From an optimization exercise on the open Yosys and OpenROAD flow, aimed at small area and few clock cycles; shortcuts taken in it are not production practice. At most, simulation tests tie the RTL to the original design; equivalence was not proved. The RTL of runs 1 to 4 was laid out without a check of its function. Power figures rest on the tool's default switching activity, not on a simulated workload.

==> design/flow/config.mk <==
export PLATFORM = sky130hd
export DESIGN_NAME = window_mismatch_histogram
export DESIGN_NICKNAME = window_mismatch_histogram
export VERILOG_FILES = /design/flow/design.v
export SDC_FILE = /design/flow/constraint.sdc
export NUM_CORES = 4
export LEC_CHECK = 0
export CAP_MARGIN = 20
export CORE_MARGIN = 2
export CORE_UTILIZATION = 40
export CTS_BUF_LIST = sky130_fd_sc_hd__clkbuf_4 sky130_fd_sc_hd__clkbuf_8
export SLEW_MARGIN = 20
export BUFFER_PORTS_ARGS = -buffer_cell sky130_fd_sc_hd__buf_1
==> design/flow/constraint.sdc <==
create_clock -name core_clock -period 7.0 [get_ports {i_clk}]
set_input_delay 1.4000 -clock core_clock [delete_from_list [all_inputs] [get_ports {i_clk}]]
set_output_delay 1.4000 -clock core_clock [all_outputs]
set_load 0.01 [all_outputs]
==> design/flow/design.v <==
package wmh_pkg;
    localparam int DEF_WINDOW_MAX  = 32;
    localparam int DEF_COUNT_WIDTH = 16;
    localparam int BYTE_W      = 8;
    localparam int LEN_W       = 6;
    localparam int OUT_W       = 32;
    localparam int CFG_IDX_W   = 3;
    localparam int CFG_DATA_W  = 64;
    localparam int GUIDE_WORDS = 4;
    localparam int WORD_CHARS  = CFG_DATA_W / BYTE_W;
    localparam int GUIDE_CHARS = GUIDE_WORDS * WORD_CHARS;
    localparam int GIDX_W      = $clog2(GUIDE_CHARS);
    localparam int BINS        = 6;
    localparam int ACC_W       = 3;
    localparam logic [CFG_IDX_W-1:0] CFG_WIN_LEN   = CFG_IDX_W'(0);
endpackage
import wmh_pkg::*;
module wmh_match #(
    parameter int WINDOW_MAX = DEF_WINDOW_MAX
) (
    input  logic                              i_clk,
    input  logic                              i_en,
    input  logic [BYTE_W-1:0]                 i_base,
    input  logic [GUIDE_CHARS-1:0][BYTE_W-1:0] i_guide,
    input  logic [GIDX_W-1:0]                 i_last_idx,   
    output logic [ACC_W-1:0]                  o_mm_cnt
);
    logic [WINDOW_MAX-1:0]            mm;
    logic [WINDOW_MAX-1:0][ACC_W-1:0] n_acc;    
    logic [WINDOW_MAX-2:0][ACC_W-1:0] r_acc;
    always_comb begin
        logic inc;
        for (int k = 0; k < WINDOW_MAX; k++) mm[k] = (i_base != i_guide[k]);
        n_acc[0] = ACC_W'(mm[0]);
        for (int k = 1; k < WINDOW_MAX; k++) begin
            inc      = mm[k] & ~(&r_acc[k-1]);
            n_acc[k] = {r_acc[k-1][2] | (inc & r_acc[k-1][1] & r_acc[k-1][0]),
                        r_acc[k-1][1] ^ (inc & r_acc[k-1][0]),
                        r_acc[k-1][0] ^ inc};
        end
    end
    always_ff @(posedge i_clk) begin
        if (i_en) begin
            r_acc[0] <= {2'b00, n_acc[0][0]};
            r_acc[1] <= {1'b0, n_acc[1][1:0]};
            r_acc[2] <= {1'b0, n_acc[2][1:0]};
            for (int k = 3; k < WINDOW_MAX - 1; k++) r_acc[k] <= n_acc[k];
        end
    end
    assign o_mm_cnt = n_acc[i_last_idx];
endmodule
import wmh_pkg::*;
module wmh_hist #(
    parameter int COUNT_WIDTH = DEF_COUNT_WIDTH,
    parameter int GROUP_W     = 4      
) (
    input  logic                             i_clk,
    input  logic                             i_clear,   
    input  logic [BINS-1:0]                  i_hit,     
    output logic [BINS-1:0][COUNT_WIDTH-1:0] o_cnt
);
    localparam int NGROUPS = COUNT_WIDTH / GROUP_W;
    logic [BINS-1:0][COUNT_WIDTH-1:0] r_cnt;
    logic [BINS-1:0][COUNT_WIDTH-1:0] carry;
    logic [BINS-1:0][NGROUPS:0]       ones;     
    logic [BINS-1:0]                  inc;
    logic [BINS-1:0][COUNT_WIDTH-1:0] n_cnt;
    always_comb begin
        for (int k = 0; k < BINS; k++) begin
            ones[k][0] = 1'b1;
            for (int g = 0; g < NGROUPS; g++)
                ones[k][g+1] = ones[k][g] & (&r_cnt[k][g*GROUP_W +: GROUP_W]);
            inc[k] = i_hit[k] & ~ones[k][NGROUPS];
            for (int i = 0; i < COUNT_WIDTH; i++) begin
                if (i % GROUP_W == 0) carry[k][i] = inc[k] & ones[k][i / GROUP_W];
                else                  carry[k][i] = carry[k][i-1] & r_cnt[k][i-1];
                n_cnt[k][i] = r_cnt[k][i] ^ carry[k][i];
            end
        end
    end
    always_ff @(posedge i_clk) begin
        for (int k = 0; k < BINS; k++) begin
            if (i_clear) r_cnt[k] <= COUNT_WIDTH'(i_hit[k]);
            else         r_cnt[k] <= n_cnt[k];
        end
    end
    assign o_cnt = r_cnt;
endmodule
import wmh_pkg::*;
module window_mismatch_histogram #(
    parameter int WINDOW_MAX  = DEF_WINDOW_MAX,
    parameter int COUNT_WIDTH = DEF_COUNT_WIDTH
) (
    input  logic                  i_clk,
    input  logic                  i_rst_n,
    input  logic                  i_cfg_valid,
    output logic                  o_cfg_ready,
    input  logic [CFG_IDX_W-1:0]  i_cfg_index,
    input  logic [CFG_DATA_W-1:0] i_cfg_data,
    input  logic                  i_in_valid,
    output logic                  o_in_ready,
    input  logic [BYTE_W-1:0]     i_in_base,
    input  logic                  i_in_last,
    output logic                  o_out_valid,
    input  logic                  i_out_ready,
    output logic [OUT_W-1:0]      o_out_exact_hits,
    output logic [OUT_W-1:0]      o_out_one_mismatch_hits,
    output logic [OUT_W-1:0]      o_out_two_mismatch_hits,
    output logic [OUT_W-1:0]      o_out_three_mismatch_hits,
    output logic [OUT_W-1:0]      o_out_four_mismatch_hits,
    output logic [OUT_W-1:0]      o_out_five_mismatch_hits
);
    logic [GIDX_W-1:0]                  r_last_idx;
    logic [GUIDE_CHARS-1:0][BYTE_W-1:0] r_guide_n;    
    logic [GUIDE_CHARS-1:0][BYTE_W-1:0] guide;
    logic [LEN_W-1:0]                   cfg_len;
    logic [CFG_DATA_W-1:0]              guide_d;
    logic [GIDX_W-1:0] r_fill;
    logic                 r_out_valid;
    logic                 accept, take, win_en;
    logic [ACC_W-1:0]     mm_cnt;
    logic [BINS-1:0]      hit;
    logic [BINS-1:0][COUNT_WIDTH-1:0] cnt;
    assign o_cfg_ready = 1'b1;
    assign cfg_len     = i_cfg_data[LEN_W-1:0];
    assign guide_d     = ~(i_cfg_data & {CFG_DATA_W{i_rst_n}});
    assign guide       = ~r_guide_n;
    always_ff @(posedge i_clk) begin
        if (!i_rst_n) begin
            r_last_idx <= GIDX_W'(WINDOW_MAX - 1);
        end else if (i_cfg_valid && i_cfg_index == CFG_WIN_LEN) begin
            if (cfg_len == '0)       r_last_idx <= '0;
            else if (cfg_len[LEN_W-1]) r_last_idx <= GIDX_W'(WINDOW_MAX - 1);
            else                     r_last_idx <= GIDX_W'(cfg_len - LEN_W'(1));
        end
    end
    always_ff @(posedge i_clk) begin
        for (int w = 0; w < GUIDE_WORDS; w++) begin
            if (!i_rst_n || (i_cfg_valid && i_cfg_index == CFG_IDX_W'(w + 1))) begin
                for (int c = 0; c < WORD_CHARS; c++)
                    r_guide_n[w*WORD_CHARS + c] <= guide_d[c*BYTE_W +: BYTE_W];
            end
        end
    end
    assign take       = r_out_valid && i_out_ready;
    assign o_in_ready = !r_out_valid || i_out_ready;
    assign accept     = i_in_valid && o_in_ready && i_rst_n;
    always_ff @(posedge i_clk) begin
        if (!i_rst_n) begin
            r_fill <= '0;
        end else if (accept) begin
            r_fill <= i_in_last ? '0 : (&r_fill) ? r_fill : r_fill + GIDX_W'(1);
        end
    end
    assign win_en = (r_fill >= r_last_idx);
    wmh_match #(
        .WINDOW_MAX (WINDOW_MAX)
    ) u_match (
        .i_clk      (i_clk),
        .i_en       (accept),
        .i_base     (i_in_base),
        .i_guide    (guide),
        .i_last_idx (r_last_idx),
        .o_mm_cnt   (mm_cnt)
    );
    always_comb begin
        for (int k = 0; k < BINS; k++)
            hit[k] = accept && win_en && (mm_cnt == ACC_W'(k));
    end
    wmh_hist #(
        .COUNT_WIDTH (COUNT_WIDTH)
    ) u_hist (
        .i_clk   (i_clk),
        .i_clear (take || !i_rst_n),
        .i_hit   (hit),
        .o_cnt   (cnt)
    );
    always_ff @(posedge i_clk) begin
        if (!i_rst_n) begin
            r_out_valid <= 1'b0;
        end else if (accept && i_in_last) begin
            r_out_valid <= 1'b1;
        end else if (i_out_ready) begin
            r_out_valid <= 1'b0;
        end
    end
    assign o_out_valid               = r_out_valid;
    assign o_out_exact_hits          = OUT_W'(cnt[0]);
    assign o_out_one_mismatch_hits   = OUT_W'(cnt[1]);
    assign o_out_two_mismatch_hits   = OUT_W'(cnt[2]);
    assign o_out_three_mismatch_hits = OUT_W'(cnt[3]);
    assign o_out_four_mismatch_hits  = OUT_W'(cnt[4]);
    assign o_out_five_mismatch_hits  = OUT_W'(cnt[5]);
endmodule
==> design/flow/flow/run.sh <==
#!/bin/bash
# Standard layout, except that the port buffers are the smallest buffer
# (buf_1) instead of the one buffer_ports picks by default.
cp standard.sh standard_sh.log
echo 'export BUFFER_PORTS_ARGS = -buffer_cell sky130_fd_sc_hd__buf_1' >> config.mk
bash standard.sh > standard.log 2>&1
==> design/flow/standard.sh <==
#!/bin/bash
# synth_recipe.tcl (not shown) runs the flow's synth.tcl, then flattens the netlist and writes it again
# the make line also repeats each setting of config.mk as NAME=value (left out here)
make -C /OpenROAD-flow-scripts/flow DESIGN_CONFIG=/design/flow/config.mk WORK_HOME=/design/flow/orfs CLKGATE_MAP_FILE= SYNTH_SCRIPT=/design/flow/synth_recipe.tcl "${@:-finish}"
==> results.yml, run 1 <==
routing:
  drtIter0Drc: 931
  drt-total-wl_microns: 51250
  drcViolationCount: 0
  ant_nets: 0
  first_pass_iters: 5
  vias: 13373
  routedWlPerCell_microns: 19.62
  vias_per_cell: 5.120
clock_network:
  numCtsBuffers: 78
  clock_latency_ps: 670
  hold_buffers: 0
  clock-sinks: 452
  clk_pin_slew_ps: 60
  clock_path_buffers: 3
  htreeDepth: 3
  post_cts_resized: 0
  clockRootBuffer: "clkbuf_8"
  cts_tree: "done"
  post_cts_buffers: 0
finish:
  n_fill_cell: 4768
  fin_nets: 2059
  area_growth_pct: 12.89
  stdcell_area_sq_mm: 0.02419
  final_common_cell: "edfxtp_1"
  final_core_util_pct: 45.85
  multi_input_area_sq_mm: 0.008079
  register_area_sq_mm: 0.01250
  final_cell_mix: "edfxtp_1, xnor2_1, buf_1, nand2_1, ha_1"
  final_layout_size_suffix_gt1_share_pct: 12.01
grt:
  grt.busiest_layer: "met2"
  met1_usage_pct: 24.24
  use_met2_pct: 29.78
  grt-ovfl-total: 0
  grt_antenna_before_repair: 1
  grt_pass1_wl_microns: 78160
  grt_pass1_vias: 13139
  grtUsageMet3_pct: 3.670
  grt_max_degree: 81
  track_usage_pct: 18.34
yosys:
  yosys.area_share.simple_pct: 10.60
  synth_mux_area_share_pct: 1.501
  async_flop_share_pct: 0
  synth-compound-area-share_pct: 4.543
  ys_ff_latch: 452
  synthAdderAreaFrac_pct: 6.482
  ys_warn_count: 3
  netlist_instances: 1636
  synth-edff-count: 345
  synth.distinct_cells: 70
  synth-seq-area-share_pct: 58.35
  synth_area_sq_mm: 0.02143
  synth_xor_xnor_area_share_pct: 12.75
  synth_top_family_by_area: "XOR/XNOR gates"
  synthFlopType: "edfxtp_1"
  postSynthAreaPerCell_sq_um: 13.10
floorplanning:
  core_area_sq_mm: 0.05276
  start_util_pct: 40.61
  rows: 84
  die-area_sq_mm: 0.05543
  die_y_microns: 235.4
  ios: 276
  die_w_microns: 235.4
sta:
  period_share_pct: 84.59
  skew_ps: 42.50
  setup_violations: 0
  tns_ps: 0
  grt_setup_unrepaired: "false"
  slew_violations: 0
  fin_crit_ps: 5922
  whs_ps: 542.6
  tightest_slew_ps: 1027
  fmax_mhz: 168.9
  hold_viol: 0
  maxSlewHeadroom_pct: 31.56
run_status:
  outcome: "complete, no violations"
pwr:
  p_sw_uw: 1549
  swShare_pct: 24.93
  peakVddDrop_mv: 0.1789
  combPwrFrac_pct: 9.5
  clkPwrFrac_pct: 39.4
  p_leak_uw: 0.009110
  pwr-share-seq_pct: 51.0
  powerDensity_mw_per_mm2: 256.8
  p_int_uw: 4664
placed_design:
  placed_cell_area_sq_mm: 0.02261
  dp_hpwl_microns: 35540
  port-buffer-count: 178
  globalplace.congestion: 0.8186
worst_setup_path:
  end_kind: "flop"
  cp.required_ps: 7530
  crit_type: "in -> reg"
  cp.arrival_ps: 6450
  cp-start-kind: "input pin"
  path_max_fanout: 13
flow_run:
  drv_cap: 0
min_path:
  hp-class: "reg -> reg"
cells in the mapped netlist (all sizes together), types with 3 or more instances:
| cell type | n | area (sq um) |
|---|---|---|
| nor4 | 64 | 450.4 |
| o21ai | 14 | 70.07 |
| nand2 | 128 | 480.5 |
| nor2b | 7 | 43.79 |
| a31o | 11 | 96.35 |
| nand3b | 4 | 30.03 |
| xnor2 | 224 | 1962 |
| o21a | 3 | 22.52 |
| dfxtp | 107 | 2142 |
| or2 | 11 | 68.82 |
| edfxtp | 345 | 10360 |
| clkbuf | 30 | 112.6 |
| nor3 | 25 | 125.1 |
| nand2b | 4 | 25.02 |
| or3 | 6 | 37.54 |
| nand3 | 5 | 25.02 |
| mux4 | 11 | 259.0 |
| nor2 | 57 | 216.5 |
| a311oi | 4 | 35.03 |
| o31ai | 3 | 27.52 |
| a32oi | 21 | 183.9 |
| ha | 111 | 1389 |
| a21oi | 14 | 70.07 |
| buf | 140 | 1072 |
| mux2i | 4 | 40.04 |
| and3 | 69 | 431.7 |
| and2 | 3 | 18.77 |
| xor2 | 88 | 770.7 |
| a22o | 5 | 43.79 |
| a31oi | 12 | 75.07 |
| o22ai | 5 | 37.53 |
| o21bai | 6 | 45.04 |
| o211ai | 7 | 52.55 |
| inv | 12 | 45.05 |
| nand4 | 40 | 250.2 |
| o311ai | 3 | 26.28 |
| a22oi | 5 | 37.54 |
sequential cells by signal, indices dropped and copies added (netlist names):
signal / cells
r_fill: 5
r_guide_n: 256
r_last_idx: 5
r_out_valid: 1
u_hist.r_cnt: 96
u_match.r_acc: 89
metrics by stage:
step	std cells	setup WS, ps	power (uW)
3_3_place_gp	2474	452.8	3809
4_1_cts	2611	1117	6283
3_5_place_dp	2475	453.2	3822
5_1_grt	2612	852.0	6455
2_1_floorplan	1731	210.5	3669
6_report	2612	1078	6213
power groups by stage:
| stage | combinational (uW) | sequential [uW] | clock, uW |
|---|---|---|---|
| finish | 592 | 3170 | 2450 |
| global placement | 589 | 3220 | 0 |
| global route | 648 | 3190 | 2620 |
| CTS | 597 | 3170 | 2510 |
| detailed placement | 595 | 3230 | 0 |
| floorplan | 457 | 3210 | 0 |
path summary, 6_finish.rpt:
kind	startpoint	end	slack [ps]	cells past startpoint
setup / recovery	i_in_base[2]	u_hist.r_cnt[86]	1080	18
hold / removal	u_hist.r_cnt[31]	u_hist.r_cnt[31]	540	2
setup reg to reg	r_guide_n[206]	u_hist.r_cnt[74]	2220	15
hold reg to reg	u_hist.r_cnt[31]	u_hist.r_cnt[31]	540	2
kinds of logic (layout without fill, tap and decap cells):
group                      Yosys count  count (layout)
AOI/OAI and AO/OA                  130             130
xor gates and xnor gates           312             312
adders and majority gates          111             111
buffers and inverters              182             374
DFF                                452             452
muxes                               17              17
other                                2              98
and+or+nand+nor                    430             430
layer usage:
metal | wire (microns) | up-vias
li1 | - | 6265
met3 | 2676 | 94
met4 | 1679 | 0
met5 | 0 | -
met1 | 22430 | 6607
met2 | 24460 | 407
critical path: stages:
cell	delay (ps)
clkbuf_2	420
buf_4	360
buf_4	210
xnor2_1	80
nor4_1	550
a32oi_1	120
ha_1	250
xor2_1	150
mux4_2	460
and2_1	190
o32ai_1	320
a31oi_1	160
or3b_1	620
nor4_1	410
ha_1	230
ha_1	140
ha_1	210
and3_1	160
final cells by class:
cell class                      count  area share [%]
Sequential cell                   452           51.69
Multi-Input combinational cell   1097           33.40
Clock buffer                      107           5.468
Timing Repair Buffer              226           4.650
Tap cell                          688           3.559
Clock inverter                     29           1.035
Inverter                           12          0.1914
Antenna cell                        1         0.01035
==> run 2, diff against run 1 <==
--- a/design/flow/config.mk
+++ b/design/flow/config.mk
@@ -7,7 +7,9 @@
 export LEC_CHECK = 0
 export CAP_MARGIN = 20
 export CORE_MARGIN = 2
-export CORE_UTILIZATION = 40
-export CTS_BUF_LIST = sky130_fd_sc_hd__clkbuf_4 sky130_fd_sc_hd__clkbuf_8
+export CORE_UTILIZATION = 60
+export CTS_BUF_LIST = sky130_fd_sc_hd__clkbuf_8
+export CTS_CLUSTER_DIAMETER = 50
+export CTS_CLUSTER_SIZE = 30
 export SLEW_MARGIN = 20
 export BUFFER_PORTS_ARGS = -buffer_cell sky130_fd_sc_hd__buf_1
==> run 2 against run 1 <==
Compared with the run above:
- still clean
- critical path type unchanged
- clock power shrank 28%
- flip-flop and latch count stayed put
- largest cell class unchanged
- hold slack better by 10 ps
==> results.yml, run 2 <==
clock_network:
  cts_tree: "done"
  clock_latency_ps: 630
  clockRootBuffer: "clkbuf_8"
  post_cts_resized: 0
  hold_buffers: 0
  post_cts_buffers: 0
  clock_path_buffers: 3
  clk_pin_slew_ps: 100
  htreeDepth: 2
  numCtsBuffers: 42
  clock-sinks: 452
sta:
  layout_setup_ws_ps: 1182
  setup_violations: 0
  whs_ps: 553.1
  period_share_pct: 83.11
  hold_viol: 0
  maxSlewHeadroom_pct: 32.50
  fin_crit_ps: 5818
  tightest_slew_ps: 1012
  grt_setup_unrepaired: "false"
  skew_ps: 27.67
  slew_violations: 0
  tns_ps: 0
  fmax_mhz: 171.9
pwr:
  power.total_uw: 5535
  swShare_pct: 26.01
  p_sw_uw: 1439
  p_int_uw: 4095
  combPwrFrac_pct: 10.8
  clkPwrFrac_pct: 32.0
  pwr-share-seq_pct: 57.2
  powerDensity_mw_per_mm2: 237.5
  p_leak_uw: 0.008792
  peakVddDrop_mv: 0.1875
finish:
  fin_nets: 2026
  largest_reg_flops: 256
  final_layout_size_suffix_gt1_share_pct: 10.01
  regMostFlops: "r_guide_n"
  area_growth_pct: 8.741
  stdcell_area_sq_mm: 0.02330
  final_common_cell: "edfxtp_1"
  reg_top3: "r_guide_n x256, u_hist.r_cnt x96, u_match.r_acc x89"
  final_cell_mix: "edfxtp_1, xnor2_1, buf_1, nand2_1, ha_1"
  n_fill_cell: 2731
worst_setup_path:
  cp.required_ps: 7520
  end_kind: "flop"
  path_max_fanout: 11
  cp.arrival_ps: 6340
  crit_type: "in -> reg"
  cp-start-kind: "input pin"
  rr_worst_depth: 14
floorplanning:
  rows: 69
  die-area_sq_mm: 0.03724
  die_w_microns: 193.0
  start_util_pct: 60.53
  die_y_microns: 193.0
  core_area_sq_mm: 0.03540
  ios: 276
routing:
  drt-total-wl_microns: 49910
  met3_wirelength_microns: 3183
  first_pass_iters: 7
  wl_met1_microns: 22380
  vias_per_cell: 5.712
  drcViolationCount: 0
  top_layer: "met4"
  wl_met2_microns: 22900
  drtIter0Drc: 932
  vias: 13310
  routedWlPerCell_microns: 21.42
  ant_nets: 0
placed_design:
  dp_hpwl_microns: 35470
  port-buffer-count: 178
  post-place-ws_ps: 510.1
  placed_cell_area_sq_mm: 0.02235
  globalplace.congestion: 0.8726
grt:
  grt_antenna_before_repair: 0
  grt-ovfl-total: 0
  grt_max_degree: 102
  grt_pass1_wl_microns: 74200
  grt_pass1_vias: 12612
  track_usage_pct: 26.99
yosys:
  yosysTopAreaCell: "edfxtp_1"
  synth_area_sq_mm: 0.02143
  ys_warn_count: 3
  yosys-top-cells-area: "edfxtp_1, dfxtp_1, xnor2_1"
  synth-seq-area-share_pct: 58.35
  netlist_top_cells_count: "edfxtp_1, xnor2_1, nand2_1"
  netlist_instances: 1636
  synth-edff-count: 345
  postSynthAreaPerCell_sq_um: 13.10
  ys_ff_latch: 452
  synth_top_area_share_pct: 48.35
  synthFlopType: "edfxtp_1"
  synth.distinct_cells: 70
  yosysMostFrequentCell: "edfxtp_1"
  async_flop_share_pct: 0
min_path:
  holdPathStages: 2
  hp-class: "reg -> reg"
flow_run:
  drv_cap: 0
run_status:
  outcome: "complete, no violations"
-- run 2: through the flow --
stage          utilization (%)  instances
6_report                 65.83       2330
5_1_grt                  65.82       2329
4_1_cts                  65.82       2329
3_5_place_dp             63.14       2251
3_3_place_gp             63.14       2251
2_1_floorplan                -       1731
-- run 2: worst max-delay path, cell delays in order --
cell and delay, ps:
clkbuf_2 290, buf_4 310, xnor2_1 130, nor4_1 710, a32oi_1 120, ha_1 350
mux4_1 550, mux4_2 470, nand2_1 100, o311ai_1 210, or3_1 650, nor4b_2 320
ha_1 200, ha_1 150, ha_1 210, and3_1 150
-- run 2: final cells by class --
type	instances	area (sq um)	area share (%)
tap	461	576.8	2.476
sequential	452	12500	53.66
inverter	12	46.29	0.1987
clock inverter	32	314.1	1.348
clock buffer	46	633.1	2.717
timing repair buffer	229	1140	4.892
antenna	1	2.502	0.01074
multi-input combinational	1097	8085	34.70
-- run 2: final timing paths --
check	start	endpoint	slack (ps)
worst max register to register	r_guide_n[147]	u_hist.r_cnt[74]	2100
worst min register to register	u_hist.r_cnt[15]	u_hist.r_cnt[15]	550
worst min-delay path	u_hist.r_cnt[15]	u_hist.r_cnt[15]	550
worst max-delay path	i_in_base[3]	u_hist.r_cnt[74]	1180
-- run 2: cell families after synthesis --
logic type                 count (synthesis)  synth area share, %
muxes                                     17                1.501
xor gates and xnor gates                 312                12.75
buffers and inverters                    182                5.740
adders and majority gates                111                6.482
other                                      2              0.03505
and+or+nand+nor                          430                10.60
AOI/OAI and AO/OA                        130                4.543
DFF                                      452                58.35
-- run 2: routing by layer --
| metal | up-vias | track usage (%) |
|---|---|---|
| met5 | - | 0 |
| met4 | 0 | 9.586 |
| met3 | 85 | 4.579 |
| met2 | 452 | 41.77 |
| met1 | 6587 | 38.83 |
| li1 | 6186 | - |
-- run 2: power by group through the flow --
stage / Sequential, uW / Combinational [uW] / Clock, uW
after floorplan: 3210 / 457 / 0
after global placement: 3220 / 591 / 0
after detailed placement: 3230 / 597 / 0
after CTS: 3170 / 601 / 1810
after global routing: 3180 / 656 / 1900
final: 3170 / 600 / 1770
==> run 3, diff against run 2 <==
--- a/design/flow/config.mk
+++ b/design/flow/config.mk
@@ -5,11 +5,11 @@
 export SDC_FILE = /design/flow/constraint.sdc
 export NUM_CORES = 4
 export LEC_CHECK = 0
-export CAP_MARGIN = 20
+export CAP_MARGIN = 5
 export CORE_MARGIN = 2
 export CORE_UTILIZATION = 60
 export CTS_BUF_LIST = sky130_fd_sc_hd__clkbuf_8
 export CTS_CLUSTER_DIAMETER = 50
 export CTS_CLUSTER_SIZE = 30
-export SLEW_MARGIN = 20
+export SLEW_MARGIN = 5
 export BUFFER_PORTS_ARGS = -buffer_cell sky130_fd_sc_hd__buf_1
==> run 3 against run 2 <==
Compared with the run above:
- largest cell class unchanged
- sequential share of layout area unchanged
- clock skew did not move
- combinational power hardly changed
- wire length stayed put
- global-route usage is the same
- design area unchanged
- area after synthesis unchanged
- hold slack stayed put
==> results.yml, run 3 <==
pwr:
  p_int_uw: 4095
  clkPwrFrac_pct: 32.0
  combPwrFrac_pct: 10.8
  peakVddDrop_mv: 0.1875
  p_leak_uw: 0.008792
  pwr-share-seq_pct: 57.2
  swShare_pct: 26.01
  p_sw_uw: 1439
  powerDensity_mw_per_mm2: 237.5
finish:
  largest_reg_flops: 256
  fin_nets: 2026
  area_growth_pct: 8.741
  final_core_util_pct: 65.83
  final_common_cell: "edfxtp_1"
  n_fill_cell: 2731
  final_layout_size_suffix_gt1_share_pct: 10.01
  regMostFlops: "r_guide_n"
  reg_top3: "r_guide_n x256, u_hist.r_cnt x96, u_match.r_acc x89"
  final_cell_mix: "edfxtp_1, xnor2_1, buf_1, nand2_1, ha_1"
sta:
  fmax_mhz: 171.9
  slew_violations: 0
  skew_ps: 27.67
  fin_crit_ps: 5818
  tightest_slew_ps: 1012
  grt_setup_unrepaired: "false"
  period_share_pct: 83.11
  setup_violations: 0
  maxSlewHeadroom_pct: 32.50
  tns_ps: 0
  hold_viol: 0
floorplanning:
  core_area_sq_mm: 0.03540
  die-area_sq_mm: 0.03724
  rows: 69
  ios: 276
  die_w_microns: 193.0
  die_y_microns: 193.0
  start_util_pct: 60.53
min_path:
  hp-class: "reg -> reg"
worst_setup_path:
  end_kind: "flop"
  cp-start-kind: "input pin"
  cp.arrival_ps: 6340
  crit_path_max_incr_delay_ps: 710
  path_max_fanout: 11
  crit_chain: "clkbuf_2, buf_4, xnor2_1, nor4_1, a32oi_1, ha_1, mux4_1, mux4_2, nand2_1, o311ai_1, or3_1, nor4b_2, ha_1, ha_1, ha_1, and3_1"
  crit_type: "in -> reg"
  crit_slowest_cell: "nor4_1"
  crit_top_cell: "ha_1"
  cp.required_ps: 7520
routing:
  drt-total-wl_microns: 49910
  drtIter0Drc: 932
  ant_nets: 0
  routedWlPerCell_microns: 21.42
  drcViolationCount: 0
  vias: 13310
  first_pass_iters: 7
  vias_per_cell: 5.712
grt:
  grt_antenna_before_repair: 0
  grt_max_degree: 102
  grt_pass1_vias: 12612
  grt_pass1_wl_microns: 74200
  track_usage_pct: 26.99
  grt-ovfl-total: 0
clock_network:
  hold_buffers: 0
  clock_latency_ps: 630
  clock_path_buffers: 3
  clockRootBuffer: "clkbuf_8"
  clk_pin_slew_ps: 100
  cts_tree: "done"
  numCtsBuffers: 42
  post_cts_resized: 0
  post_cts_buffers: 0
  clock-sinks: 452
  htreeDepth: 2
yosys:
  yosys.area_share.simple_pct: 10.60
  netlist_top_cells_count: "edfxtp_1, xnor2_1, nand2_1"
  yosysMostFrequentCell: "edfxtp_1"
  synth_xor_xnor_area_share_pct: 12.75
  yosys-top-cells-area: "edfxtp_1, dfxtp_1, xnor2_1"
  netlist_instances: 1636
  synthAdderAreaFrac_pct: 6.482
  synth_mux_area_share_pct: 1.501
  synth-edff-count: 345
  synth.distinct_cells: 70
  synth-seq-area-share_pct: 58.35
  ys_ff_latch: 452
  synth-compound-area-share_pct: 4.543
  async_flop_share_pct: 0
  yosysTopAreaCell: "edfxtp_1"
  ys_warn_count: 3
  synth_top_family_by_area: "XOR/XNOR gates"
  postSynthAreaPerCell_sq_um: 13.10
  synth_area_sq_mm: 0.02143
  synth_top_area_share_pct: 48.35
  synthFlopType: "edfxtp_1"
placed_design:
  port-buffer-count: 178
  dp_hpwl_microns: 35470
  globalplace.congestion: 0.8726
flow_run:
  drv_cap: 0
run_status:
  outcome: "complete, no violations"
[run 3: cell counts in the layout (fill, tap and decap cells not counted)]
No cell type changed its count.
[run 3: final cells by class]
class | count | area (sq um) | share of cell area (%)
sequential | 452 | 12500 | 53.66
inverter | 12 | 46.29 | 0.1987
clock inverter | 32 | 314.1 | 1.348
tap | 461 | 576.8 | 2.476
clock buffer | 46 | 633.1 | 2.717
timing repair buffer | 229 | 1140 | 4.892
antenna | 1 | 2.502 | 0.01074
multi-input combinational | 1097 | 8085 | 34.70
[run 3: cell families after synthesis]
| kind of cell | after synthesis |
|---|---|
| XOR/XNOR | 312 |
| buffers and inverters | 182 |
| adder cells (fa/ha/maj) | 111 |
| multiplexers | 17 |
| flip-flops | 452 |
| AND/OR/NAND/NOR | 430 |
| AO/OA/AOI/OAI | 130 |
| other | 2 |
[run 3: power groups by stage]
stage,Sequential (uW),Clock [uW],Combinational [uW]
after CTS,3170,1810,601
after global routing,3180,1900,656
after global placement,3220,0,591
after detailed placement,3230,0,597
after floorplan,3210,0,457
final,3170,1770,600
[run 3: worst paths after layout]
kind	from	endpoint	slack [ps]	depth (start not counted)
worst min register to register	u_hist.r_cnt[15]	u_hist.r_cnt[15]	550	2
worst max register to register	r_guide_n[147]	u_hist.r_cnt[74]	2100	14
worst min-delay path	u_hist.r_cnt[15]	u_hist.r_cnt[15]	550	2
worst max-delay path	i_in_base[3]	u_hist.r_cnt[74]	1180	16
[run 3: routing by layer]
metal	wire length, microns	GRT usage (%)
met1	22380	38.83
met3	3183	4.579
met4	1447	9.586
met2	22900	41.77
met5	0	0
[run 3: worst max-delay path, delay by kind of cell]
family / cells / cell delay (ps)
buffers and inverters: 2 / 600
AOI/OAI and AO/OA: 2 / 330
and+or+nand+nor: 5 / 1930
muxes: 2 / 1020
adders and majority gates: 4 / 910
xor gates and xnor gates: 1 / 130
[run 3: through the flow]
stage	setup WS (ps)	total power [uW]	instances	hold slack (ps)	area (sq um)
2_1_floorplan	210.5	3669	1731	507.7	21780
3_3_place_gp	593.6	3814	2251	523.9	22350
3_5_place_dp	510.1	3825	2251	532.9	22350
4_1_cts	1171	5573	2329	557.7	23300
5_1_grt	836.6	5737	2329	568.8	23300
6_report	1182	5535	2330	553.1	23300
==> run 4, diff against run 3 <==
--- a/design/flow/config.mk
+++ b/design/flow/config.mk
@@ -5,11 +5,11 @@
 export SDC_FILE = /design/flow/constraint.sdc
 export NUM_CORES = 4
 export LEC_CHECK = 0
-export CAP_MARGIN = 5
+export CAP_MARGIN = 20
 export CORE_MARGIN = 2
-export CORE_UTILIZATION = 60
+export CORE_UTILIZATION = 75
 export CTS_BUF_LIST = sky130_fd_sc_hd__clkbuf_8
 export CTS_CLUSTER_DIAMETER = 50
 export CTS_CLUSTER_SIZE = 30
-export SLEW_MARGIN = 5
+export SLEW_MARGIN = 20
 export BUFFER_PORTS_ARGS = -buffer_cell sky130_fd_sc_hd__buf_1
==> run 4 against run 3 <==
Compared with the run above:
- global-route usage up 6.0 points
- sequential power about the same
- combinational power about the same
==> results.yml, run 4 <==
routing:
  ant_nets: 0
  vias_per_cell: 6.107
  drcViolationCount: 0
  drtIter0Drc: 1259
  vias: 13655
  first_pass_iters: 6
  drt-total-wl_microns: 49450
  routedWlPerCell_microns: 22.12
finish:
  register_area_sq_mm: 0.01250
  multi_input_area_sq_mm: 0.008079
  area_growth_pct: 7.895
  reg_top3: "r_guide_n x256, u_hist.r_cnt x96, u_match.r_acc x89"
  fin_nets: 2021
  final_cells: 2236
  regMostFlops: "r_guide_n"
  final_common_cell: "edfxtp_1"
  largest_reg_flops: 256
  n_fill_cell: 1609
  diodes: 0
  final_layout_size_suffix_gt1_share_pct: 9.419
  final_cell_mix: "edfxtp_1, xnor2_1, buf_1, nand2_1, ha_1"
clock_network:
  clockRootBuffer: "clkbuf_8"
  htreeDepth: 2
  cts_tree: "done"
  clock-sinks: 452
  post_cts_buffers: 0
  numCtsBuffers: 38
  hold_buffers: 0
  clock_path_buffers: 3
  clock_latency_ps: 600
  clk_pin_slew_ps: 100
  post_cts_resized: 0
yosys:
  synthFlopType: "edfxtp_1"
  synth.distinct_cells: 70
  synth-seq-area-share_pct: 58.35
  synth-edff-count: 345
  synth_top_area_share_pct: 48.35
  synth_area_sq_mm: 0.02143
  yosys-top-cells-area: "edfxtp_1, dfxtp_1, xnor2_1"
  postSynthAreaPerCell_sq_um: 13.10
  ys_warn_count: 3
  netlist_instances: 1636
  ys_ff_latch: 452
  netlist_top_cells_count: "edfxtp_1, xnor2_1, nand2_1"
  yosysMostFrequentCell: "edfxtp_1"
  async_flop_share_pct: 0
  yosysTopAreaCell: "edfxtp_1"
pwr:
  p_leak_uw: 0.008742
  peakVddDrop_mv: 0.2228
  powerDensity_mw_per_mm2: 235.0
  power.total_uw: 5433
sta:
  period_share_pct: 85.23
  tns_ps: 0
  whs_ps: 558.0
  fmax_mhz: 167.6
  skew_ps: 43.18
  hold_viol: 0
  maxSlewHeadroom_pct: 31.19
  slew_violations: 0
  grt_setup_unrepaired: "false"
  setup_violations: 0
  tightest_slew_ps: 1023
  fin_crit_ps: 5966
placed_design:
  dp_hpwl_microns: 34570
  port-buffer-count: 178
  globalplace.congestion: 0.8993
  placed_cells: 2166
floorplanning:
  rows: 61
  start_util_pct: 76.70
  ios: 276
  die_w_microns: 173.0
  die_y_microns: 173.0
  core_area_sq_mm: 0.02793
  die-area_sq_mm: 0.02994
worst_setup_path:
  path_max_fanout: 15
  cp.arrival_ps: 6440
  reg2reg_slack_ps: 2050
  crit_type: "in -> reg"
  crit_start: "i_in_base[7]"
  end_kind: "flop"
  cp.required_ps: 7480
  r2r-start: "r_guide_n[148]"
  cp-start-kind: "input pin"
run_status:
  outcome: "complete, no violations"
grt:
  grt-ovfl-total: 0
  track_usage_pct: 32.96
  grt_antenna_before_repair: 0
  grt_max_degree: 94
  grt_pass1_vias: 13565
  grt_pass1_wl_microns: 76100
min_path:
  hp-class: "reg -> reg"
  min-delay-start: "u_hist.r_cnt[47]"
flow_run:
  drv_cap: 0
run 4: worst paths after layout:
check | cells past startpoint | endpoint
max | 16 | u_hist.r_cnt[38]
min reg2reg | 2 | u_hist.r_cnt[47]
max reg2reg | 14 | u_hist.r_cnt[38]
min | 2 | u_hist.r_cnt[47]
run 4: report_power, final:
part	leakage, uW	internal [uW]	switching [uW]
Combinational	0.00407	234	367
Sequential	0.00422	3080	91.1
Clock	0.000444	698	963
run 4: kinds of logic after synthesis:
kind of cell / count (synthesis) / share of synthesized area, %
compound gates: 130 / 4.543
xor+xnor: 312 / 12.75
fa+ha+maj: 111 / 6.482
buf+inv: 182 / 5.740
flops: 452 / 58.35
mux: 17 / 1.501
other cells: 2 / 0.03505
simple gates: 430 / 10.60
run 4: layout make-up:
class / count / area share, %
flip-flops and latches: 452 / 54.08
multi-input cells: 1097 / 34.95
repair buffers: 228 / 5.001
clock buffers: 40 / 2.381
well taps: 378 / 2.046
clock inverters: 29 / 1.348
inverters: 12 / 0.2002
run 4: per-stage QoR:
step                      area, sq um  util, %  worst slack (ps)
after global routing            23120    82.76             785.3
after detailed placement        22240    79.61             520.1
after global placement          22240    79.61             614.6
after CTS                       23100    82.69              1104
final                           23120    82.76              1034
after floorplan                 21780        -             210.5
run 4: critical path, cell delays in order:
cell	delay (ps)
clkbuf_2	430
buf_12	240
xnor2_1	80
nor4_1	880
a32oi_1	130
ha_1	350
mux4_1	510
mux4_2	460
nand2_1	80
o311ai_1	180
or3b_2	630
nor4_2	310
ha_1	210
ha_1	150
ha_1	220
and3_1	160
run 4: metal layers:
layer  GRT usage, %  part of all wire, %  vias to the layer above
li1               -                    -                     6170
met1          44.62                   39                     6659
met2          51.92                   46                      707
met3          8.179                   10                      119
met4          12.99                  3.8                        0
met5              0                    0                        -
==> run 5, diff against run 4 <==
--- a/design/flow/design.v
+++ b/design/flow/design.v
@@ -29,14 +29,10 @@
     logic [WINDOW_MAX-1:0][ACC_W-1:0] n_acc;    
     logic [WINDOW_MAX-2:0][ACC_W-1:0] r_acc;
     always_comb begin
-        logic inc;
         for (int k = 0; k < WINDOW_MAX; k++) mm[k] = (i_base != i_guide[k]);
         n_acc[0] = ACC_W'(mm[0]);
         for (int k = 1; k < WINDOW_MAX; k++) begin
-            inc      = mm[k] & ~(&r_acc[k-1]);
-            n_acc[k] = {r_acc[k-1][2] | (inc & r_acc[k-1][1] & r_acc[k-1][0]),
-                        r_acc[k-1][1] ^ (inc & r_acc[k-1][0]),
-                        r_acc[k-1][0] ^ inc};
+            n_acc[k] = (&r_acc[k-1]) ? r_acc[k-1] : r_acc[k-1] + ACC_W'(mm[k]);
         end
     end
     always_ff @(posedge i_clk) begin
@@ -51,37 +47,21 @@
 endmodule
 import wmh_pkg::*;
 module wmh_hist #(
-    parameter int COUNT_WIDTH = DEF_COUNT_WIDTH,
-    parameter int GROUP_W     = 4      
+    parameter int COUNT_WIDTH = DEF_COUNT_WIDTH
 ) (
     input  logic                             i_clk,
     input  logic                             i_clear,   
     input  logic [BINS-1:0]                  i_hit,     
     output logic [BINS-1:0][COUNT_WIDTH-1:0] o_cnt
 );
-    localparam int NGROUPS = COUNT_WIDTH / GROUP_W;
     logic [BINS-1:0][COUNT_WIDTH-1:0] r_cnt;
-    logic [BINS-1:0][COUNT_WIDTH-1:0] carry;
-    logic [BINS-1:0][NGROUPS:0]       ones;     
-    logic [BINS-1:0]                  inc;
-    logic [BINS-1:0][COUNT_WIDTH-1:0] n_cnt;
-    always_comb begin
-        for (int k = 0; k < BINS; k++) begin
-            ones[k][0] = 1'b1;
-            for (int g = 0; g < NGROUPS; g++)
-                ones[k][g+1] = ones[k][g] & (&r_cnt[k][g*GROUP_W +: GROUP_W]);
-            inc[k] = i_hit[k] & ~ones[k][NGROUPS];
-            for (int i = 0; i < COUNT_WIDTH; i++) begin
-                if (i % GROUP_W == 0) carry[k][i] = inc[k] & ones[k][i / GROUP_W];
-                else                  carry[k][i] = carry[k][i-1] & r_cnt[k][i-1];
-                n_cnt[k][i] = r_cnt[k][i] ^ carry[k][i];
-            end
-        end
-    end
     always_ff @(posedge i_clk) begin
         for (int k = 0; k < BINS; k++) begin
-            if (i_clear) r_cnt[k] <= COUNT_WIDTH'(i_hit[k]);
-            else         r_cnt[k] <= n_cnt[k];
+            if (i_clear) begin
+                r_cnt[k] <= COUNT_WIDTH'(i_hit[k]);
+            end else if (i_hit[k] && (r_cnt[k] != '1)) begin
+                r_cnt[k] <= r_cnt[k] + COUNT_WIDTH'(1);
+            end
         end
     end
     assign o_cnt = r_cnt;
@@ -111,8 +91,7 @@
     output logic [OUT_W-1:0]      o_out_five_mismatch_hits
 );
     logic [GIDX_W-1:0]                  r_last_idx;
-    logic [GUIDE_CHARS-1:0][BYTE_W-1:0] r_guide_n;    
-    logic [GUIDE_CHARS-1:0][BYTE_W-1:0] guide;
+    logic [GUIDE_CHARS-1:0][BYTE_W-1:0] r_guide;
     logic [LEN_W-1:0]                   cfg_len;
     logic [CFG_DATA_W-1:0]              guide_d;
     logic [GIDX_W-1:0] r_fill;
@@ -123,8 +102,7 @@
     logic [BINS-1:0][COUNT_WIDTH-1:0] cnt;
     assign o_cfg_ready = 1'b1;
     assign cfg_len     = i_cfg_data[LEN_W-1:0];
-    assign guide_d     = ~(i_cfg_data & {CFG_DATA_W{i_rst_n}});
-    assign guide       = ~r_guide_n;
+    assign guide_d     = i_cfg_data & {CFG_DATA_W{i_rst_n}};
     always_ff @(posedge i_clk) begin
         if (!i_rst_n) begin
             r_last_idx <= GIDX_W'(WINDOW_MAX - 1);
@@ -138,7 +116,7 @@
         for (int w = 0; w < GUIDE_WORDS; w++) begin
             if (!i_rst_n || (i_cfg_valid && i_cfg_index == CFG_IDX_W'(w + 1))) begin
                 for (int c = 0; c < WORD_CHARS; c++)
-                    r_guide_n[w*WORD_CHARS + c] <= guide_d[c*BYTE_W +: BYTE_W];
+                    r_guide[w*WORD_CHARS + c] <= guide_d[c*BYTE_W +: BYTE_W];
             end
         end
     end
@@ -159,7 +137,7 @@
         .i_clk      (i_clk),
         .i_en       (accept),
         .i_base     (i_in_base),
-        .i_guide    (guide),
+        .i_guide    (r_guide),
         .i_last_idx (r_last_idx),
         .o_mm_cnt   (mm_cnt)
     );
==> design/flow/run.sh (new file) <==
#!/bin/bash
# synth_recipe.tcl (not shown) runs the flow's synth.tcl, then flattens the netlist and writes it again
# the make line also repeats each setting of config.mk as NAME=value (left out here)
make -C /OpenROAD-flow-scripts/flow DESIGN_CONFIG=/design/flow/config.mk WORK_HOME=/design/flow/orfs CLKGATE_MAP_FILE= SYNTH_SCRIPT=/design/flow/synth_recipe.tcl finish
==> design/flow/config.mk (replaced) <==
export PLATFORM = sky130hd
export DESIGN_NAME = window_mismatch_histogram
export DESIGN_NICKNAME = window_mismatch_histogram
export VERILOG_FILES = /design/flow/design.v
export SDC_FILE = /design/flow/constraint.sdc
export NUM_CORES = 4
export LEC_CHECK = 0
export CAP_MARGIN = 20
export CORE_MARGIN = 2
export CORE_UTILIZATION = 40
export SLEW_MARGIN = 20
removed: design/flow/flow/run.sh
removed: design/flow/standard.sh
==> run 5 against run 4 <==
Compared with the run above:
- still clean on timing, DRC and antenna
- via count increased by 16%
- critical path type unchanged
- wire length up 17%
- cell count grew 32%
- power rose by 18%
- maximum frequency grew 5.0%
- hold slack worse by 71 ps
- clock power grew 55%
- highest routed layer unchanged
==> results.yml, run 5 <==
routing:
  vias_per_cell: 5.354
  vias: 15804
  drcViolationCount: 0
  drtIter0Drc: 1059
  drt-total-wl_microns: 57750
  first_pass_iters: 5
  routedWlPerCell_microns: 19.56
  ant_nets: 0
floorplanning:
  rows: 87
  die_y_microns: 243.9
  start_util_pct: 40.66
  core_area_sq_mm: 0.05660
  die_w_microns: 243.9
  die-area_sq_mm: 0.05947
  ios: 276
finish:
  fin_nets: 2310
  register_area_sq_mm: 0.01256
  regMostFlops: "r_guide"
  diodes: 0
  final_common_cell: "edfxtp_1"
  largest_reg_flops: 256
  final_cell_mix: "edfxtp_1, xor2_1, clkdlybuf4s50_1, nand2_1, dfxtp_1"
  multi_input_area_sq_mm: 0.009615
  area_growth_pct: 16.71
  reg_top3: "r_guide x256, u_hist.r_cnt x96, u_match.r_acc x89"
  final_layout_size_suffix_gt1_share_pct: 8.971
  stdcell_area_sq_mm: 0.02686
  final_core_util_pct: 47.45
  n_fill_cell: 5136
yosys:
  ys_ff_latch: 452
  yosysMostFrequentCell: "edfxtp_1"
  netlist_top_cells_count: "edfxtp_1, xor2_1, nand2_1"
  ys_warn_count: 3
  synth-seq-area-share_pct: 54.59
  netlist_instances: 1984
  synth_top_area_share_pct: 45.80
  yosys-top-cells-area: "edfxtp_1, xor2_1, dfxtp_1"
  synth.distinct_cells: 76
  async_flop_share_pct: 0
  yosysTopAreaCell: "edfxtp_1"
  synth-edff-count: 351
  synthFlopType: "edfxtp_1"
  synth_area_sq_mm: 0.02301
  postSynthAreaPerCell_sq_um: 11.60
worst_setup_path:
  end_kind: "flop"
  path_max_fanout: 26
  rr_worst_depth: 14
  cp.required_ps: 7510
  crit_top_cell: "buf_4"
  cp.arrival_ps: 6190
  crit_type: "in -> reg"
  cp-start-kind: "input pin"
  r2r-end: "u_hist.r_cnt[88]"
  crit_slowest_cell: "o2bb2ai_1"
  crit_path_max_incr_delay_ps: 750
  r2r-start: "r_guide[71]"
  reg2reg_slack_ps: 2390
  crit_chain: "buf_2, buf_4, xor2_1, nor4_1, nand2_1, ha_1, ha_1, nand2b_1, a22o_1, o311a_1, o2bb2ai_1, buf_4, nand4_1, buf_4, or4_1, a21oi_1"
sta:
  layout_setup_ws_ps: 1317
  skew_ps: 36.22
  whs_ps: 486.6
  hold_viol: 0
  grt_setup_unrepaired: "false"
  fin_crit_ps: 5683
  tns_ps: 0
  fmax_mhz: 176.0
  period_share_pct: 81.18
  setup_violations: 0
  tightest_slew_ps: 1049
  slew_violations: 0
  maxSlewHeadroom_pct: 29.15
grt:
  track_usage_pct: 19.16
  grt-ovfl-total: 0
  grt_pass1_vias: 15568
  grt_pass1_wl_microns: 89290
  grt_max_degree: 81
  grt_antenna_before_repair: 0
clock_network:
  clk_pin_slew_ps: 60
  post_cts_buffers: 0
  numCtsBuffers: 50
  clock_latency_ps: 610
  hold_buffers: 0
  htreeDepth: 2
  cts_tree: "done"
  clock-sinks: 452
  clockRootBuffer: "clkbuf_16"
  clock_path_buffers: 3
  post_cts_resized: 0
min_path:
  hp-class: "reg -> reg"
  min-delay-start: "u_hist.r_cnt[58]"
  holdPathStages: 2
  holdPathEnd: "u_hist.r_cnt[58]"
pwr:
  peakVddDrop_mv: 0.1779
  powerDensity_mw_per_mm2: 238.8
  p_leak_uw: 0.009700
flow_run:
  drv_cap: 0
placed_design:
  post-place-ws_ps: 810.2
  dp_hpwl_microns: 40300
  port-buffer-count: 178
  globalplace.congestion: 0.8489
  placed_cell_area_sq_mm: 0.02523
run_status:
  outcome: "complete, no violations"
[run 5: changes by cell type after synthesis, sizes merged, moves of 24 or more]
cell | before | now
nand2b | 4 | 32
xnor2 | 224 | 1
clkbuf | 30 | 54
nand2 | 128 | 156
and3 | 69 | 26
or4 | 0 | 37
mux2i | 4 | 31
ha | 111 | 75
o31ai | 3 | 39
nand3 | 5 | 80
and2 | 3 | 83
a31o | 11 | 49
xor2 | 88 | 260
a21oi | 14 | 75
[run 5: worst max path at each step]
stage	startpoint	to	depth (start not counted)
2_1_floorplan	i_cfg_valid	r_guide[0]	3
3_3_place_gp	i_in_base[1]	u_hist.r_cnt[88]	16
3_5_place_dp	i_in_base[2]	u_hist.r_cnt[32]	14
4_1_cts	i_in_base[2]	u_hist.r_cnt[32]	15
5_1_grt	i_in_base[2]	u_hist.r_cnt[85]	16
6_report	i_in_base[2]	u_hist.r_cnt[88]	16
[run 5: where the power goes]
| part | switching, uW | leakage [uW] | internal (uW) |
|---|---|---|---|
| Clock | 1090 | 0.000780 | 1490 |
| Sequential | 98.4 | 0.00420 | 3090 |
| Combinational | 408 | 0.00472 | 242 |
[run 5: cell families (layout without fill, tap and decap cells)]
family / after synthesis / in the layout / synth area share (%)
and+or+nand+nor: 645 / 645 / 14.86
DFF: 452 / 452 / 54.59
AOI/OAI and AO/OA: 291 / 291 / 9.101
xor gates and xnor gates: 261 / 261 / 9.933
buffers and inverters: 219 / 336 / 5.372
adders and majority gates: 75 / 75 / 4.078
muxes: 39 / 39 / 2.033
other: 2 / 97 / 0.03263
[run 5: area by class of cell]
type | instances | share of cell area, %
multi-input combinational | 1408 | 35.80
clock inverter | 28 | 1.053
timing repair buffer | 212 | 7.510
clock buffer | 66 | 4.919
sequential | 452 | 46.77
inverter | 30 | 0.4239
tap | 756 | 3.522
[run 5: stage by stage]
stage          cells  power, uW
3_3_place_gp    2857       3876
6_report        2952       6414
4_1_cts         2951       6471
3_5_place_dp    2857       3890
5_1_grt         2952       6663
2_1_floorplan   2079       3694
[run 5: worst max-delay path: cells and delay by family]
kind                       cells  cell delay, ps
and+or+nand+nor                5            1240
buffers and inverters          4            1470
AOI/OAI and AO/OA              4            1440
adders and majority gates      2             480
xor gates and xnor gates       1             110
[run 5: per-layer routing]
layer | track usage (%) | vias up | routed length [microns]
li1 | - | 7515 | -
met1 | 25.95 | 7746 | 26070
met2 | 30.95 | 470 | 26620
met3 | 4.021 | 73 | 3694
met4 | 5.560 | 0 | 1372
met5 | 0 | - | 0
Testbench counts of run 5, summed over its fixed seeds: cycles 13,558.

## re-timing with driven ports
The flow's constraints put no driver on any port. The routed layouts listed below were extracted and timed again, unchanged, in two steps. Step 1: set_driving_cell puts a clkbuf_16 on i_clk and a buf_2 on each other input, an assumption about the parent block. Step 2 times the ports against the registers' clock, not the clock port: input delays grow and output delays shrink by t, the midpoint of the rising clock arrivals with the driver on. Slacks: no drivers / after step 1 / after step 2; pairs: no drivers / after step 1.
run	t, ns	slack for setup (ns)	worst hold slack (ns)	worst setup path at the end	worst slew at a driven data input, ns
run 1	0.710	1.078 / 1.107 / 0.397	0.543 / 0.543 / 0.543	input to register	0.06
run 2	0.669	1.182 / 1.211 / 0.542	0.553 / 0.553 / 0.553	input to register	0.07
run 3	0.669	1.182 / 1.211 / 0.542	0.553 / 0.553 / 0.553	input to register	0.07
run 4	0.627	1.034 / 1.055 / 0.428	0.558 / 0.558 / 0.558	input to register	0.09
run 5	0.647	1.317 / 1.338 / 0.691	0.487 / 0.487 / 0.487	input to register	0.04
After both steps every run listed still meets setup and hold. The setup slack of run 1, which loses most, moves by +0.029 ns with the drivers and by -0.681 ns with both steps.
